Context: an optimization exercise on an open-source flow, tuned for small area and a short achievable clock period. The choices shown serve that exercise and are no tape-out recipe.
RTL that was checked went through simulation tests only; none was proved equivalent to the original.

## oak
==> flow/design.v (excerpt) <==
module cic_interpolator (
  input  logic                clock,
  input  logic                reset_n,
  input  logic [5:0]          interpolation,
  input  logic                clear_underflow,
  output logic                underflow,
  input  logic                out_strobe,
  input  logic                in_valid,
  input  logic signed [17:0]  in_data,
  output logic                in_ready,
  output logic                out_valid,
  output logic signed [17:0]  out_data
);
  localparam int AW   = cic_pkg::ACC_WIDTH;
  localparam int KIND  = 0;   
  localparam int AKIND = 2;   
  logic [5:0]          phase_q;
  logic                phase_nz_q;
  logic [17:0]         sample0_q, sample1_q;
  logic [18:0]         comb_last1_q;
  logic [19:0]         comb2_q, comb_last2_q;
  logic [20:0]         comb3_q, comb_last3_q;
  logic [21:0]         comb4_q, comb_last4_q;
  logic [21:0]         integ1_q;
  logic [AW-1:0]       integ2_q, integ3_q, integ4_q, integ5_q;
  ...
Size in the first run: about 3,200 cells after synthesis, roughly 400 flip-flops, ~26,000 sq um of cells after synthesis.
Settings: LEC_CHECK=0, ABC_AREA=1, CAP_MARGIN=20, CORE_MARGIN=2, CORE_UTILIZATION=50, PLACE_DENSITY=0.65, SETUP_SLACK_MARGIN=3.35, SLEW_MARGIN=20; clock period 6.5 ns.
standard.sh (not shown) runs the stock make flow with config.mk's settings and CLKGATE_MAP_FILE= SYNTH_SCRIPT=/design/flow/synth_recipe.tcl, a recipe that flattens the netlist after the stock synthesis.
==> flow/flow/run.sh <==
#!/bin/bash
# Standard ORFS layout (the standard.sh) with: clock tree synthesis
# without dummy loads and with larger sink clusters, and buf_2 as the port
# buffer. Make's output: flow_make.log.
set -euo pipefail
bash standard.sh \
  "CTS_ARGS=-sink_clustering_enable -repair_clock_nets -dont_use_dummy_load -sink_clustering_size 22 -sink_clustering_max_diameter 80" \
  "BUFFER_PORTS_ARGS=-buffer_cell sky130_fd_sc_hd__buf_2" \
  finish > flow_make.log 2>&1
oak | status: complete | timing, DRC, antenna: pass
The inputs of cedar differ from those of oak as listed below.
- swapping 50 for 40 in CORE_UTILIZATION
- swapping 0.65 for 0.6 in PLACE_DENSITY
==> flow/flow/run.sh <==
#!/bin/bash
# Standard ORFS layout (the standard.sh) with: no dummy loads in clock
# tree synthesis, and buf_2 as the port buffer. Make's output: flow_make.log.
set -euo pipefail
bash standard.sh \
  "CTS_ARGS=-sink_clustering_enable -repair_clock_nets -dont_use_dummy_load" \
  "BUFFER_PORTS_ARGS=-buffer_cell sky130_fd_sc_hd__buf_2" \
  finish > flow_make.log 2>&1
Notes after the runs:
cedar against oak: number of design-rule violations left by the first detailed-router iteration -25%, final hold slack down 55 ps, die footprint went up, wire length dropped 6.4%.

Setup of run 1:
Another version of the RTL of cic_interpolator (not shown whole).
Size: about 2600 cells after synthesis, ~400 flip-flops, roughly 25000 µm² of cells after synthesis.
Settings: LEC_CHECK=0, CAP_MARGIN=20, CORE_MARGIN=2, CORE_UTILIZATION=40, PLACE_DENSITY=0.6, SETUP_SLACK_MARGIN=3.2, SLEW_MARGIN=20; clock period 6.5 ns.
==> flow/flow/run.sh <==
#!/bin/bash
# Standard ORFS layout (the standard.sh) with: no dummy loads in clock
# tree synthesis, and buf_2 as the port buffer. Make's output: flow_make.log.
set -euo pipefail
bash standard.sh \
  "CTS_ARGS=-sink_clustering_enable -repair_clock_nets -dont_use_dummy_load" \
  "BUFFER_PORTS_ARGS=-buffer_cell sky130_fd_sc_hd__buf_2" \
  finish > flow_make.log 2>&1
## Diff of input files: run 2 against run 1
==> flow/flow/run.sh <==
#!/bin/bash
# Standard ORFS layout (the standard.sh) with: no dummy loads in clock
# tree synthesis, power (area) recovery after global routing.
set -euo pipefail
bash standard.sh \
  "CTS_ARGS=-sink_clustering_enable -repair_clock_nets -dont_use_dummy_load" \
  RECOVER_POWER=100 \
  finish > flow_make.log 2>&1
Results
No crash in run 2: every stage finished, but the layout fails its final checks due to max-capacitance violations, max-slew violations. On cell count along the critical path, the lower figure sits with run 2, not run 1. Changes observed in run 2 relative to run 1: global-route usage saw little to no change. Run 1 and run 2 ended up with roughly the same routed metal-1 wire length. Share of flip-flops with an asynchronous set or reset after synthesis came out exactly the same in run 2 and run 1. In the final reports, the cell area of run 2 is smaller than that of run 1. Changes observed in run 2 relative to run 1: worst slack after detailed placement now smaller; post-synthesis to final-layout area growth shrank by 0.42 points.
For run 3, these inputs were changed with respect to run 2:
==> flow/flow/run.sh <==
#!/bin/bash
# Standard ORFS layout (the standard.sh), with clock tree synthesis told
# not to add dummy loads. Make's full output goes to flow_make.log.
set -euo pipefail
bash standard.sh \
  "CTS_ARGS=-sink_clustering_enable -repair_clock_nets -dont_use_dummy_load" \
  finish > flow_make.log 2>&1
Notes after the runs:
Run 2 finished all stages; layout check result: FAIL, due to max-capacitance violations, max-slew violations. No stage failed in run 3, and the final checks on the layout all came back clean. As far as number of global-route vias before repair goes, run 3 and run 2 are indistinguishable; the numbers are identical. Comparing run 3 and run 2, worst path required time is higher on run 3. Lower critical path depth goes to run 2 over run 3. The higher transition time of the tightest slew-check pin of run 3 and run 2 is in run 2. Run 2 and run 3 ended up with roughly the same final-layout worst hold slack. Compared with run 2, run 3 shows a share of cell area taken by flip-flops and latches that is 0.54 points lower. Run 3 ends up with higher utilization than run 2 does.
Input-level comparison between run 4 and run 3:
==> flow/run.sh (new file) <==
#!/bin/bash
# synth_recipe.tcl (not shown) runs the flow's synth.tcl, then flattens the netlist and writes it again
# the make line also repeats each setting of config.mk as NAME=value (left out here)
make -C /OpenROAD-flow-scripts/flow DESIGN_CONFIG=/design/flow/config.mk WORK_HOME=/design/flow/orfs CLKGATE_MAP_FILE= SYNTH_SCRIPT=/design/flow/synth_recipe.tcl finish
removed: flow/flow/run.sh
removed: flow/standard.sh
[summary]
Run 4 ended with every stage complete and zero timing, DRC or antenna violations.
The setup slack of run 4 is smaller than that of run 3.
Area added between synthesis and finish: run 4 and run 3 compared, lower one is run 3
Fraction of area in registers: run 4 vs run 3 down 0.56 points
Of the two values seen for worst setup path startpoint, sample1_q[2] was produced by run 3 and integ4_q[15] by run 4.
Post-layout instance area up about 1.7% in run 4 wrt run 3
Compared with run 3, in run 4 footprint of the multi-input gates held, worst endpoint required time went down 0.03 ns, met1 capacity usage during global routing held.
Function was not checked in any run of this note: the RTL went through the layout flow alone.

The RTL this note starts from:
==> flow/design.v <==
package cic_pkg;
  localparam int IN_WIDTH  = 18;
  localparam int OUT_WIDTH = 18;
  localparam int ACC_WIDTH = 42;
endpackage
module cic_round (
  input  logic [cic_pkg::ACC_WIDTH-1:0]        acc,
  input  logic [2:0]                           sel,
  output logic signed [cic_pkg::OUT_WIDTH-1:0] rounded
);
  logic [cic_pkg::OUT_WIDTH-1:0] slice;
  logic                          rnd_bit;
  always_comb begin
    case (sel)
      3'd0:    begin slice = acc[21:4];  rnd_bit = acc[3];  end
      3'd1:    begin slice = acc[25:8];  rnd_bit = acc[7];  end
      3'd2:    begin slice = acc[29:12]; rnd_bit = acc[11]; end
      3'd3:    begin slice = acc[33:16]; rnd_bit = acc[15]; end
      3'd4:    begin slice = acc[37:20]; rnd_bit = acc[19]; end
      default: begin slice = acc[41:24]; rnd_bit = acc[23]; end
    endcase
    rounded = slice + cic_pkg::OUT_WIDTH'(rnd_bit);
  end
endmodule
module cic_interpolator (
  input  logic                clock,
  input  logic                reset_n,
  input  logic [5:0]          interpolation,
  input  logic                clear_underflow,
  output logic                underflow,
  input  logic                out_strobe,
  input  logic                in_valid,
  input  logic signed [17:0]  in_data,
  output logic                in_ready,
  output logic                out_valid,
  output logic signed [17:0]  out_data
);
  localparam int AW = cic_pkg::ACC_WIDTH;
  logic [5:0]          phase_q;
  logic                phase_nz_q;
  logic signed [17:0]  comb_last0_q;
  logic signed [18:0]  comb1_q, comb_last1_q;
  logic signed [19:0]  comb2_q, comb_last2_q;
  logic signed [20:0]  comb3_q, comb_last3_q;
  logic signed [21:0]  comb4_q, comb_last4_q;
  logic signed [21:0]  integ1_q;
  logic [AW-1:0]       integ2_q, integ3_q, integ4_q, integ5_q;
  logic signed [17:0]  out_data_q;
  logic                out_valid_q;
  logic                underflow_q;
  logic                load_tick;
  logic                wrap;
  logic signed [17:0]  x;
  logic [2:0]          slice_sel;
  logic signed [17:0]  rounded;
  assign load_tick = out_strobe && !phase_nz_q;
  assign x         = in_valid ? in_data : 18'sd0;
  assign wrap      = ({1'b0, phase_q} + 7'd1) >= {1'b0, interpolation};
  always_comb begin
    if (interpolation < 6'd2 || interpolation > 6'd40) slice_sel = 3'd5;
    else if (interpolation <= 6'd2)  slice_sel = 3'd0;
    else if (interpolation <= 6'd4)  slice_sel = 3'd1;
    else if (interpolation <= 6'd8)  slice_sel = 3'd2;
    else if (interpolation <= 6'd16) slice_sel = 3'd3;
    else if (interpolation <= 6'd32) slice_sel = 3'd4;
    else                             slice_sel = 3'd5;
  end
  cic_round u_round (
    .acc     (integ5_q),
    .sel     (slice_sel),
    .rounded (rounded)
  );
  always_ff @(posedge clock or negedge reset_n) begin
    if (!reset_n) begin
      phase_q      <= '0;
      phase_nz_q   <= 1'b0;
      comb_last0_q <= '0;
      comb1_q      <= '0;
      comb_last1_q <= '0;
      comb2_q      <= '0;
      comb_last2_q <= '0;
      comb3_q      <= '0;
      comb_last3_q <= '0;
      comb4_q      <= '0;
      comb_last4_q <= '0;
      integ1_q     <= '0;
      integ2_q     <= '0;
      integ3_q     <= '0;
      integ4_q     <= '0;
      integ5_q     <= '0;
      out_valid_q  <= 1'b0;
      underflow_q  <= 1'b0;
    end else begin
      if (out_strobe) begin
        phase_q      <= wrap ? 6'd0 : phase_q + 6'd1;
        phase_nz_q   <= !wrap;
        integ2_q     <= integ2_q + AW'(integ1_q);
        integ3_q     <= integ3_q + integ2_q;
        integ4_q     <= integ4_q + integ3_q;
        integ5_q     <= integ5_q + integ4_q;
      end
      if (load_tick) begin
        comb_last0_q <= x;
        comb1_q      <= x - comb_last0_q;
        comb_last1_q <= comb1_q;
        comb2_q      <= comb1_q - comb_last1_q;
        comb_last2_q <= comb2_q;
        comb3_q      <= comb2_q - comb_last2_q;
        comb_last3_q <= comb3_q;
        comb4_q      <= comb3_q - comb_last3_q;
        comb_last4_q <= comb4_q;
        integ1_q     <= comb_last4_q;
      end
      out_valid_q <= out_strobe;
      if (load_tick && !in_valid) underflow_q <= 1'b1;
      else if (clear_underflow)   underflow_q <= 1'b0;
    end
  end
  always_ff @(posedge clock) begin
    out_data_q <= rounded;
  end
  assign in_ready  = load_tick;
  assign out_valid = out_valid_q;
  assign out_data  = out_data_q;
  assign underflow = underflow_q;
endmodule
==> flow/config.mk <==
export PLATFORM = sky130hd
export DESIGN_NAME = cic_interpolator
export DESIGN_NICKNAME = cic_interpolator
export VERILOG_FILES = /design/flow/design.v
export SDC_FILE = /design/flow/constraint.sdc
export NUM_CORES = 4
export LEC_CHECK = 0
export ABC_CLOCK_PERIOD_IN_PS = 3000
export CAP_MARGIN = 20
export CORE_MARGIN = 2
export CORE_UTILIZATION = 40
export PLACE_DENSITY = 0.6
export SETUP_SLACK_MARGIN = 3.0
export SLEW_MARGIN = 20
==> flow/constraint.sdc <==
create_clock -name core_clock -period 6.5 [get_ports {clock}]
set_input_delay 1.3000 -clock core_clock [delete_from_list [all_inputs] [get_ports {clock}]]
set_output_delay 1.3000 -clock core_clock [all_outputs]
set_load 0.01 [all_outputs]
run.sh (not shown) runs the stock make flow with config.mk's settings and CLKGATE_MAP_FILE= SYNTH_SCRIPT=/design/flow/synth_recipe.tcl, a recipe that flattens the netlist after the stock synthesis.
Stock flow here: none of the scripts above is used.
==> next run, changes <==
--- a/flow/config.mk
+++ b/flow/config.mk
@@ -8 +7,0 @@
-export ABC_CLOCK_PERIOD_IN_PS = 3000
@@ -13 +11,0 @@
-export SETUP_SLACK_MARGIN = 3.0
Outcome:
- setup slack got worse by 1.4 ns
- non-clock buffer count fell by 63
- synthesized cell count stays the same
- wire length fell by 5.1%
- die area stays the same
- global-route usage shrinks by 0.59 points
- hold slack hardly moves
==> next run, changes <==
--- a/flow/config.mk
+++ b/flow/config.mk
@@ -10,2 +10,3 @@
-export CORE_UTILIZATION = 40
-export PLACE_DENSITY = 0.6
+export CORE_UTILIZATION = 55
+export PLACE_DENSITY = 0.7
+export SETUP_SLACK_MARGIN = 3.4
Worst hold slack gets worse by 0.0033 ns.
Core utilization is higher by 23 points.
Via count rose by 6.7%.
Area after synthesis is unchanged.
Maximum frequency rises by 46%.
Routed wire length rose by 11%.
Critical path depth increases by 9.

==> static timing again, ports no longer ideal <==
In the flow no input, the clock included, has a driving cell. The finished layouts below were timed again as built, in two steps.
Step 1, drivers: a clkbuf_16 drives clock and a buf_2 each remaining input, both assumed.
Step 2, shift: input delay + t, output delay - t, t = (earliest + latest rising clock arrival at the registers) / 2. This alone moves slack from input paths to output paths.
Three values: no drivers, after step 1, after step 2; two values: the first two.
| run | t (ns) | setup slack, ns | hold WS [ns] | latest minus earliest clock arrival (ns) | cell pins on the clock port's net |
|---|---|---|---|---|---|
| oak | 0.643 | 3.385 / 3.215 / 2.915 | 0.477 / 0.477 / 0.477 | 0.044 / 0.045 | 1 |
| cedar | 0.619 | 3.423 / 3.204 / 2.903 | 0.422 / 0.421 / 0.421 | 0.068 / 0.067 | 1 |
| run 1 | 0.623 | 3.143 / 3.138 / 2.851 | 0.443 / 0.443 / 0.443 | 0.056 / 0.055 | 1 |
| run 2 | 0.625 | 1.974 / 1.892 / 1.267 | 0.444 / 0.444 / 0.444 | 0.042 / 0.042 | 1 |
| run 3 | 0.625 | 3.184 / 3.140 / 2.744 | 0.446 / 0.446 / 0.446 | 0.042 / 0.041 | 1 |
| run 4 | 0.645 | 3.101 / 3.101 / 2.741 | 0.462 / 0.462 / 0.462 | 0.021 / 0.021 | 1 |
| the first run of note 3 | 0.643 | 3.031 / 2.817 / 2.480 | 0.464 / 0.464 / 0.464 | 0.024 / 0.023 | 1 |
| the second run of note 3 | 0.645 | 1.662 / 1.619 / 1.302 | 0.464 / 0.464 / 0.464 | 0.031 / 0.032 | 1 |
| the third run of note 3 | 0.651 | 3.184 / 3.194 / 2.543 | 0.461 / 0.461 / 0.461 | 0.017 / 0.017 | 1 |
For run 2, which loses most, drivers alone change the setup slack by -0.082 ns; drivers and shift together by -0.707 ns.
